This is an optimization exercise on Yosys and OpenROAD, whose aim is a short achievable clock period, not a production implementation.
Where RTL was checked, it was by simulation tests only, not by an equivalence proof against the original.
No driver is modelled on the clock port, so clocking that relies on it looks cheaper here than on a real chip.
Power is estimated from default activity; no workload was simulated.

the baseline:
==> flow/design.v <==
module branch_predictor #(
  parameter int ENTRIES = 16,
  parameter int INDEX_W = 4
) (
  input  logic        clk_i,
  input  logic        rst_i,
  input  logic [31:0] fetch_pc_i,
  output logic [31:0] next_pc_o,
  output logic        pred_taken_o,
  output logic [31:0] pred_target_o,
  input  logic        mem_stall_i,
  input  logic        upd_valid_i,
  input  logic [31:0] upd_pc_i,
  input  logic        upd_taken_i,
  input  logic [31:0] upd_target_i,
  input  logic        upd_pred_taken_i,
  input  logic [31:0] upd_pred_target_i,
  output logic        mispredict_o,
  output logic [31:0] redirect_pc_o,
  output logic [31:0] branch_cnt_o,
  output logic [31:0] mispred_cnt_o
);
  localparam int TAG_W = 30 - INDEX_W;
  typedef enum logic [1:0] {
    CTR_SN = 2'b00,
    CTR_WN = 2'b01,
    CTR_WT = 2'b10,
    CTR_ST = 2'b11
  } ctr_e;
  logic [ENTRIES-1:0]       valid_q;
  logic [ENTRIES-1:0][1:0]  ctr_q;
  logic [TAG_W-1:0]         tag_q    [ENTRIES];
  logic [31:0]              target_q [ENTRIES];
  logic [31:0] branch_cnt_q;
  logic [31:0] mispred_cnt_q;
  logic [INDEX_W-1:0] fetch_idx;
  logic [TAG_W-1:0]   fetch_tag;
  logic [ENTRIES-1:0] fetch_sv;    
  logic [ENTRIES-1:0] fetch_st;    
  logic [ENTRIES-1:0] fetch_nh;    
  logic [ENTRIES-1:0] fetch_nt;    
  logic [31:0]        fetch_tgt;
  assign fetch_idx = fetch_pc_i[INDEX_W+1:2];
  assign fetch_tag = fetch_pc_i[31:INDEX_W+2];
  logic [ENTRIES-1:0] fetch_dec;
  logic [31:0]        fetch_tgt_n;
  always_comb begin
    for (int i = 0; i < ENTRIES; i++) begin
      fetch_dec[i] = (fetch_idx == i[INDEX_W-1:0]);
      fetch_sv[i]  = fetch_dec[i] && valid_q[i];
      fetch_st[i]  = fetch_dec[i] && valid_q[i] && ctr_q[i][1];
    end
  end
  for (genvar k = 0; k < 32; k++) begin : g_tgt
    logic [7:0] u;
    logic [1:0] w;
    for (genvar p = 0; p < 8; p++) begin : g_u
      bp_a22oi u_u (.a1(fetch_dec[2*p]), .a2(target_q[2*p][k]),
                    .b1(fetch_dec[2*p+1]), .b2(target_q[2*p+1][k]), .y(u[p]));
    end
    bp_nand4 u_w0 (.a(u[0]), .b(u[1]), .c(u[2]), .d(u[3]), .y(w[0]));
    bp_nand4 u_w1 (.a(u[4]), .b(u[5]), .c(u[6]), .d(u[7]), .y(w[1]));
    bp_nor2  u_t  (.a(w[0]), .b(w[1]), .y(fetch_tgt_n[k]));
  end
  assign fetch_tgt = ~fetch_tgt_n;
  for (genvar i = 0; i < ENTRIES; i++) begin : g_cmp
    logic [TAG_W-1:0] x;
    logic [5:0]       a;
    logic [2:0]       e;
    logic             eh, et;
    for (genvar b = 0; b < TAG_W; b++) begin : g_x
      bp_xnor2 u_x (.a(fetch_tag[b]), .b(tag_q[i][b]), .y(x[b]));
    end
    for (genvar j = 0; j < 6; j++) begin : g_a
      bp_nand4 u_a (.a(x[4*j]), .b(x[4*j+1]), .c(x[4*j+2]), .d(x[4*j+3]), .y(a[j]));
    end
    for (genvar j = 0; j < 3; j++) begin : g_e
      bp_nor2 u_e (.a(a[2*j]), .b(a[2*j+1]), .y(e[j]));
    end
    bp_and3  u_eh (.a(x[24]), .b(x[25]), .c(fetch_sv[i]), .y(eh));
    bp_and3  u_et (.a(x[24]), .b(x[25]), .c(fetch_st[i]), .y(et));
    bp_nand4 u_nh (.a(e[0]), .b(e[1]), .c(e[2]), .d(eh), .y(fetch_nh[i]));
    bp_nand4 u_nt (.a(e[0]), .b(e[1]), .c(e[2]), .d(et), .y(fetch_nt[i]));
  end
  logic [3:0] hq, tq;
  logic [7:0] hit_c, take_c;
  logic [1:0] tr0;
  for (genvar j = 0; j < 4; j++) begin : g_q
    bp_nand4 u_hq (.a(fetch_nh[4*j]), .b(fetch_nh[4*j+1]), .c(fetch_nh[4*j+2]), .d(fetch_nh[4*j+3]), .y(hq[j]));
    bp_nand4 u_tq (.a(fetch_nt[4*j]), .b(fetch_nt[4*j+1]), .c(fetch_nt[4*j+2]), .d(fetch_nt[4*j+3]), .y(tq[j]));
  end
  for (genvar c = 0; c < 4; c++) begin : g_r
    logic [1:0] hr, tr;
    for (genvar j = 0; j < 2; j++) begin : g_j
      bp_nor2 u_hr (.a(hq[2*j]), .b(hq[2*j+1]), .y(hr[j]));
      bp_nor2 u_tr (.a(tq[2*j]), .b(tq[2*j+1]), .y(tr[j]));
    end
    for (genvar d = 0; d < 2; d++) begin : g_c
      bp_nand2 u_hit  (.a(hr[0]), .b(hr[1]), .y(hit_c[2*c+d]));
      bp_nand2 u_take (.a(tr[0]), .b(tr[1]), .y(take_c[2*c+d]));
    end
  end
  for (genvar j = 0; j < 2; j++) begin : g_tr0
    bp_nor2 u_tr (.a(tq[2*j]), .b(tq[2*j+1]), .y(tr0[j]));
  end
  bp_nand2 u_taken (.a(tr0[0]), .b(tr0[1]), .y(pred_taken_o));
  logic [31:0] fetch_seq_n;
  bp_inc_n #(.W(30)) u_fetch_inc (.a_i(fetch_pc_i[31:2]), .yn_o(fetch_seq_n[31:2]));
  assign fetch_seq_n[1:0] = ~fetch_pc_i[1:0];
  for (genvar k = 0; k < 32; k++) begin : g_o
    logic tn;
    bp_nand2 u_tn   (.a(take_c[k/4]), .b(fetch_tgt[k]), .y(tn));
    bp_o21ai u_next (.a1(take_c[k/4]), .a2(fetch_seq_n[k]), .b1(tn), .y(next_pc_o[k]));
    bp_and2  u_ptgt (.a(hit_c[k/4]), .b(fetch_tgt[k]), .y(pred_target_o[k]));
  end
  assign mispredict_o  = upd_valid_i &&
                         ((upd_taken_i != upd_pred_taken_i) ||
                          (upd_taken_i && (upd_target_i != upd_pred_target_i)));
  logic [31:0] upd_seq_n;
  logic [31:0] upd_target_n;
  bp_inc_n #(.W(30)) u_upd_inc (.a_i(upd_pc_i[31:2]), .yn_o(upd_seq_n[31:2]));
  assign upd_seq_n[1:0] = ~upd_pc_i[1:0];
  assign upd_target_n   = ~upd_target_i;
  for (genvar k = 0; k < 32; k++) begin : g_redirect
    bp_mux2i u_mux (.s(upd_taken_i), .a1(upd_target_n[k]), .a0(upd_seq_n[k]), .y(redirect_pc_o[k]));
  end
  logic [INDEX_W-1:0] upd_idx;
  logic [TAG_W-1:0]   upd_tag;
  logic               upd_hit;
  logic               upd_en;
  assign upd_idx = upd_pc_i[INDEX_W+1:2];
  assign upd_tag = upd_pc_i[31:INDEX_W+2];
  assign upd_hit = valid_q[upd_idx] && (tag_q[upd_idx] == upd_tag);
  assign upd_en  = upd_valid_i && !mem_stall_i;
  logic unused_pc_bits;
  assign unused_pc_bits = ^{fetch_pc_i[1:0], upd_pc_i[1:0]};
  always_ff @(posedge clk_i or posedge rst_i) begin
    if (rst_i) begin
      valid_q       <= '0;
      ctr_q         <= {ENTRIES{CTR_WN}};
      branch_cnt_q  <= '0;
      mispred_cnt_q <= '0;
    end else if (upd_en) begin
      branch_cnt_q <= branch_cnt_q + 32'd1;
      if (mispredict_o) begin
        mispred_cnt_q <= mispred_cnt_q + 32'd1;
      end
      if (upd_hit) begin
        if (upd_taken_i) begin
          if (ctr_q[upd_idx] != CTR_ST) ctr_q[upd_idx] <= ctr_q[upd_idx] + 2'd1;
        end else begin
          if (ctr_q[upd_idx] != CTR_SN) ctr_q[upd_idx] <= ctr_q[upd_idx] - 2'd1;
        end
      end else if (upd_taken_i) begin
        valid_q[upd_idx] <= 1'b1;
        ctr_q[upd_idx]   <= CTR_WT;
      end
    end
  end
  always_ff @(posedge clk_i) begin
    if (!rst_i && upd_en && upd_taken_i) begin
      target_q[upd_idx] <= upd_target_i;
      if (!upd_hit) begin
        tag_q[upd_idx] <= upd_tag;
      end
    end
  end
  assign branch_cnt_o  = branch_cnt_q;
  assign mispred_cnt_o = mispred_cnt_q;
endmodule
module bp_inc_n #(
  parameter int W = 30
) (
  input  logic [W-1:0] a_i,
  output logic [W-1:0] yn_o
);
  logic [W-1:0] cn;
  bp_carry_n #(.W(W)) u_carry (.a_i(a_i), .cn_o(cn));
  assign yn_o[0] = a_i[0];
  for (genvar k = 1; k < W; k++) begin : g_x
    bp_xor2 u_x (.a(a_i[k]), .b(cn[k]), .y(yn_o[k]));
  end
endmodule
module bp_carry_n #(
  parameter int W = 30
) (
  input  logic [W-1:0] a_i,
  output logic [W-1:0] cn_o
);
  always_comb begin
    logic [W-1:0] p;
    p = a_i;
    for (int d = 1; d < W; d = 2 * d) begin
      for (int k = W - 1; k >= d; k--) p[k] = p[k] & p[k-d];
    end
    cn_o[0] = 1'b0;
    for (int k = 1; k < W; k++) cn_o[k] = !p[k-1];
  end
endmodule
module bp_xnor2 (input logic a, input logic b, output logic y);
  assign y = !(a ^ b);
endmodule
module bp_inv (input logic a, output logic y);
  assign y = !a;
endmodule
module bp_xor2 (input logic a, input logic b, output logic y);
  assign y = a ^ b;
endmodule
module bp_nand2 (input logic a, input logic b, output logic y);
  assign y = !(a && b);
endmodule
module bp_nand4 (input logic a, input logic b, input logic c, input logic d, output logic y);
  assign y = !(a && b && c && d);
endmodule
module bp_and3 (input logic a, input logic b, input logic c, output logic y);
  assign y = a && b && c;
endmodule
module bp_nor2 (input logic a, input logic b, output logic y);
  assign y = !(a || b);
endmodule
module bp_nor3 (input logic a, input logic b, input logic c, output logic y);
  assign y = !(a || b || c);
endmodule
module bp_and2 (input logic a, input logic b, output logic y);
  assign y = a && b;
endmodule
module bp_a22oi (input logic a1, input logic a2, input logic b1, input logic b2, output logic y);
  assign y = !(a1 && a2 || b1 && b2);
endmodule
module bp_o21ai (input logic a1, input logic a2, input logic b1, output logic y);
  assign y = !((a1 || a2) && b1);
endmodule
module bp_mux2i (input logic s, input logic a1, input logic a0, output logic y);
  assign y = !(s ? a1 : a0);
endmodule
==> flow/config.mk <==
export PLATFORM = sky130hd
export DESIGN_NAME = branch_predictor
export DESIGN_NICKNAME = branch_predictor
export VERILOG_FILES = /design/flow/design.v
export SDC_FILE = /design/flow/constraint.sdc
export NUM_CORES = 4
export LEC_CHECK = 0
export ABC_CLOCK_PERIOD_IN_PS = 4000
export CAP_MARGIN = 20
export CORE_MARGIN = 2
export CORE_UTILIZATION = 40
export SETUP_SLACK_MARGIN = 2.5
export SLEW_MARGIN = 20
export SYNTH_HIERARCHICAL = 1
==> flow/constraint.sdc <==
create_clock -name core_clock -period 7.0 [get_ports {clk_i}]
set_input_delay 1.4000 -clock core_clock [delete_from_list [all_inputs] [get_ports {clk_i}]]
set_output_delay 1.4000 -clock core_clock [all_outputs]
set_load 0.01 [all_outputs]
standard.sh (not shown) runs the stock make flow with config.mk's settings and CLKGATE_MAP_FILE= SYNTH_SCRIPT=/design/flow/synth_recipe.tcl, a recipe that flattens the netlist after the stock synthesis.
==> flow/flow/run.sh <==
#!/bin/bash
# Standard layout, with the delay cells (clkdlybuf4s*, dlygate*, dlymetal*,
# dlybuf*) kept out of port buffering and timing repair. Synthesis is the
# standard one, run unchanged first; the later steps source flow/dont_use.tcl
# through ORFS's PRE_<step>_TCL hooks. Each tool's output goes to a log here.
set -euo pipefail
H="$PWD/flow/dont_use.tcl"
bash standard.sh synth > synth.log 2>&1
bash standard.sh \
  PRE_FLOORPLAN_TCL="$H" PRE_GLOBAL_PLACE_TCL="$H" PRE_RESIZE_TCL="$H" \
  PRE_DETAIL_PLACE_TCL="$H" PRE_CTS_TCL="$H" PRE_GLOBAL_ROUTE_TCL="$H" \
  PRE_DETAIL_ROUTE_TCL="$H" PRE_FILLCELL_TCL="$H" \
  finish > layout.log 2>&1
==> flow/flow/dont_use.tcl <==
# Keep delay cells out of port buffering and timing repair.
set_dont_use [get_lib_cells {sky130_fd_sc_hd__clkdlybuf4s* sky130_fd_sc_hd__dlygate* sky130_fd_sc_hd__dlymetal* sky130_fd_sc_hd__dlybuf*}]
> inputs changed (the baseline -> the candidate)
--- a/flow/design.v
+++ b/flow/design.v
@@ -62,15 +62,21 @@
     bp_nand4 u_w1 (.a(u[4]), .b(u[5]), .c(u[6]), .d(u[7]), .y(w[1]));
     bp_nor2  u_t  (.a(w[0]), .b(w[1]), .y(fetch_tgt_n[k]));
   end
   assign fetch_tgt = ~fetch_tgt_n;
+  logic [TAG_W-1:0] fetch_tag_n [4];
+  for (genvar c = 0; c < 4; c++) begin : g_tag_n
+    for (genvar b = 0; b < TAG_W; b++) begin : g_b
+      bp_inv u_inv (.a(fetch_tag[b]), .y(fetch_tag_n[c][b]));
+    end
+  end
   for (genvar i = 0; i < ENTRIES; i++) begin : g_cmp
     logic [TAG_W-1:0] x;
     logic [5:0]       a;
     logic [2:0]       e;
     logic             eh, et;
     for (genvar b = 0; b < TAG_W; b++) begin : g_x
-      bp_xnor2 u_x (.a(fetch_tag[b]), .b(tag_q[i][b]), .y(x[b]));
+      bp_xor2 u_x (.a(fetch_tag_n[i/4][b]), .b(tag_q[i][b]), .y(x[b]));
     end
     for (genvar j = 0; j < 6; j++) begin : g_a
       bp_nand4 u_a (.a(x[4*j]), .b(x[4*j+1]), .c(x[4*j+2]), .d(x[4*j+3]), .y(a[j]));
     end
@@ -107,11 +113,9 @@
   logic [31:0] fetch_seq_n;
   bp_inc_n #(.W(30)) u_fetch_inc (.a_i(fetch_pc_i[31:2]), .yn_o(fetch_seq_n[31:2]));
   assign fetch_seq_n[1:0] = ~fetch_pc_i[1:0];
   for (genvar k = 0; k < 32; k++) begin : g_o
-    logic tn;
-    bp_nand2 u_tn   (.a(take_c[k/4]), .b(fetch_tgt[k]), .y(tn));
-    bp_o21ai u_next (.a1(take_c[k/4]), .a2(fetch_seq_n[k]), .b1(tn), .y(next_pc_o[k]));
+    bp_mux2i u_next (.s(take_c[k/4]), .a1(fetch_tgt_n[k]), .a0(fetch_seq_n[k]), .y(next_pc_o[k]));
     bp_and2  u_ptgt (.a(hit_c[k/4]), .b(fetch_tgt[k]), .y(pred_target_o[k]));
   end
   assign mispredict_o  = upd_valid_i &&
                          ((upd_taken_i != upd_pred_taken_i) ||
@@ -226,10 +230,7 @@
 endmodule
 module bp_a22oi (input logic a1, input logic a2, input logic b1, input logic b2, output logic y);
   assign y = !(a1 && a2 || b1 && b2);
 endmodule
-module bp_o21ai (input logic a1, input logic a2, input logic b1, output logic y);
-  assign y = !((a1 || a2) && b1);
-endmodule
 module bp_mux2i (input logic s, input logic a1, input logic a0, output logic y);
   assign y = !(s ? a1 : a0);
 endmodule
Findings:
Looking at number of buffer and inverter instances along the worst setup path, the candidate sits 2 lower than the baseline does.
In the flow results for the baseline and the candidate, the power is smaller on the candidate.
Per the comparison of the candidate with the baseline, initial antenna violation count -1; mapped cell area +about 0.7%.
The baseline → the candidate: non-clock buffer count shows an increase of 14; sequential share of layout area down 0.59 points; final weighted congestion in routability-driven placement grew by about 6%; total net switching power -2.4%; number of CTS-inserted buffers dropped 1.
On met1 global-route usage: between the baseline and the candidate, it ends up higher for the candidate.
Compared with the baseline, the candidate shows share of the final layout cell area in multi-input gates higher by 0.24 points.
Compared with the baseline, the candidate shows a higher area added between synthesis and finish.
Function not checked in the baseline: the RTL went through the layout flow alone.

==> what the ideal ports hide <==
No port has a modelled driver above. Below, the same layouts with a new extraction and two added sets of constraints. Step 1 assumes that a clkbuf_16 drives the clock port and a buf_2 every other input. Step 2, shift: input delay + t, output delay - t, t = (earliest + latest rising clock arrival at the registers) / 2. This alone moves slack from input paths to output paths. Three values: no drivers, after step 1, after step 2; two values: the first two.
run | t (ns) | setup slack, ns | hold slack, ns | pins driven straight from the clock port
the baseline | 0.792 | 2.072 / 1.982 / 1.458 | 0.464 / 0.464 / 0.464 | 1
the candidate | 0.790 | 2.079 / 1.940 / 1.339 | 0.463 / 0.463 / 0.463 | 1
After both steps every run listed still meets setup and hold. For the candidate, which loses most, drivers alone change the setup slack by -0.139 ns; drivers and shift together by -0.740 ns.
